This design comes from an exercise in tuning for a short achievable clock period and few clock cycles on the open sky130 flow, not from production work. Only simulation tests tie the RTL to the original design; equivalence was not proved. No activity file was given, so power comes from the tool's default toggle rates.

// path_count_top
module path_count_top (
    input  logic        clk,
    input  logic        rst_n,
    input  logic        start_run,
    input  path_types_pkg::node_idx_t   start_node,
    input  path_types_pkg::node_idx_t   end_node,
    input  path_types_pkg::node_idx_t   next_node_idx,
    input  path_types_pkg::succ_cnt_t   next_node_counter,
    output path_types_pkg::node_idx_t   node_idx,
    output logic        rd_next_node,
    output logic        done,
    output path_types_pkg::path_count_t path_count
);
    localparam int N  = 32;           
    localparam int W  = 24;           
    localparam int IW = 10;           
    localparam int PW = 6;            
    function automatic logic [2*24-1:0] csa(input logic [23:0] a, input logic [23:0] b, input logic [23:0] c);
        logic [23:0] s, k;
        s = a ^ b ^ c;
        k = (a & b) | (a & c) | (b & c);
        csa = {s, k[22:0], 1'b0};
    endfunction
    function automatic logic [23:0] ksadd(input logic [23:0] a, input logic [23:0] b);
        logic [23:0] g, p, gn, pn;
        g = a & b;
        p = a ^ b;
        for (int s = 1; s < 24; s = s * 2) begin
            gn = g;
            pn = p;
            for (int i = s; i < 24; i++) begin
                gn[i] = g[i] | (p[i] & g[i - s]);
                pn[i] = p[i] & p[i - s];
            end
            g = gn;
            p = pn;
        end
        ksadd = (a ^ b) ^ {g[22:0], 1'b0};
    endfunction
    function automatic logic [31:0] first_one(input logic [31:0] x);
  ...
Size in the first run: ~4,100 flip-flops, roughly 74 I/O pins, ~280,000 um^2 of cells after synthesis.
clock: 10.0 ns
lec_check: 0
abc_clock_period_in_ps: 3000
cap_margin: 20
cell_pad_in_sites_detail_placement: 1
cell_pad_in_sites_global_placement: 2
core_margin: 2
core_utilization: 30
place_density: 0.55
setup_slack_margin: 5
slew_margin: 20
synth_memory_max_bits: 65536
run.sh (not shown) runs the stock make flow with config.mk's settings and CLKGATE_MAP_FILE= SYNTH_SCRIPT=/design/flow/synth_recipe.tcl, a recipe that flattens the netlist after the stock synthesis.
The first run ran to the end with violations: antenna violations, max-capacitance violations, max-slew violations.
Testbench counts at the start, summed over its fixed seeds: cycles 15,239.
Then changed:
--- a/flow/design.v
+++ b/flow/design.v
@@ -154,44 +154,42 @@
     logic [W-1:0] S;
     logic [W-1:0] q;                  
     logic [1:0]   rem [N];            
     logic [N-1:0] pen;                
     logic         more;               
     logic [N-1:0] RM;                 
     logic [N-1:0] blk_q;              
     always_comb begin
         for (int c = 0; c < N; c++) pen[c] = rem[c][0];
     end
     wire [N-1:0] has_amt = comp & hs & (dirty | pen);
-    wire [N-1:0] elig    = has_amt & ~ovf & ~blk_q;
+    wire [N-1:0] elig    = has_amt & ~pen & ~ovf & ~blk_q;
     wire [N-1:0] sel     = first_one(elig);
     wire         go      = run & ~more;
     wire         fire    = go & (|elig);
     logic [W-1:0] d_sel;
     logic [W-1:0] Y  [N];             
-    logic [W-1:0] Dq [N];             
-    always_comb for (int k = 0; k < N; k++) Dq[k] = ksadd(D[k], q);
     logic [1:0]   m_sel [N];
     logic [4:0]   me_sel;
     logic         me_nz_s, me_dir_s, me_y_s;
     logic [1:0]   me_x_s;
     always_comb begin
         d_sel  = '0;
         me_sel = '0;
         me_nz_s = 1'b0;
         me_dir_s = 1'b0;
         me_y_s = 1'b0;
         me_x_s = '0;
         for (int c = 0; c < N; c++) m_sel[c] = '0;
         for (int k = 0; k < N; k++) begin
-            d_sel  = d_sel | ((pen[k] ? Dq[k] : D[k]) & {W{sel[k]}});
+            d_sel  = d_sel | (D[k] & {W{sel[k]}});
             me_sel   = me_sel | (ME[k] & {5{sel[k]}});
             me_nz_s  = me_nz_s | (ME_nz[k] & sel[k]);
             me_dir_s = me_dir_s | (ME_dir[k] & sel[k]);
             me_y_s   = me_y_s | (ME_y[k] & sel[k]);
             me_x_s   = me_x_s | (ME_x[k] & {2{sel[k]}});
             for (int c = 0; c < N; c++)
                 m_sel[c] = m_sel[c] | (M[k][c] & {2{sel[k]}});
         end
     end
     wire [N-1:0] rr_oh  = first_one(comp & hs & ovf & dirty & ~blk_q);
     wire         rr_any = |rr_oh;
@@ -365,23 +363,23 @@
             base = (snap_oh[k] || !val[k]) ? '0 : D[k];
             y1   = csa(base, tgt[k] ? S : '0, pen[k] ? q : '0);
             Y[k] = ksadd(y1[2*W-1:W], y1[W-1:0]);
         end
     end
     always_ff @(posedge clk) begin
         for (int k = 0; k < N; k++) begin
             logic clr, fs;
             clr  = snap_oh[k];
             fs   = go & sel[k];
             if (start)   D[k] <= (k == 0) ? W'(1) : '0;
-            else if (fs) D[k] <= tgt[k] ? S : '0;
+            else if (fs) D[k] <= tgt[k] ? S : '0;   
             else         D[k] <= Y[k];
             if (start)   dirty[k] <= 1'b0;
             else if (fs) dirty[k] <= tgt[k];
             else         dirty[k] <= (dirty[k] & ~clr) | tgt[k] | pen[k];
         end
         begin
             logic [2*W-1:0] y1;
             logic [2*W-1:0] y2;
             logic [W-1:0] ex, ey;
             ex = pe2 ? ps_q : pd ? (q << pd_x) : '0;
             ey = pe2 ? pc_q : (pd & pd_y) ? (q << 1) : '0;
This time the run reached the layout checks and failed them: antenna violations.
Cell count decreases by about 20%.
Fmax came out higher by about 15%.
Wire length is lower by 32%.
Critical path depth increases by 1.
Cell area decreases by 19%.
Area after synthesis drops by 14%.
Total power shrinks by 8.9%.
Via count goes down by 25%.
Clock power fell by about 3%.
Testbench counts after the change, summed over its fixed seeds: cycles 15,525.

## what the ideal ports hide
How much do the figures lean on ideal ports? The routed layouts below were timed once more, with nothing changed but the port constraints.
Step 1 sets driving cells, clkbuf_16 on the clock port and buf_2 on the other inputs (assumed; they add their load-dependent delay and slew).
Step 2, shift: input delay + t, output delay - t, t = (earliest + latest rising clock arrival at the registers) / 2. This alone moves slack from input paths to output paths.
a / b / c = no drivers / after step 1 / after step 2; a / b = the first two.
run | t (ns) | setup WS [ns] | worst data-port slew with drivers (ns)
the first run | 1.241 | 4.113 / 4.113 / 3.924 | 0.12
the second run | 1.287 | 4.866 / 4.866 / 3.885 | 0.15
The setup slack of the second run, which loses most, moves by 0.000 ns with the drivers and by -0.981 ns with both steps.
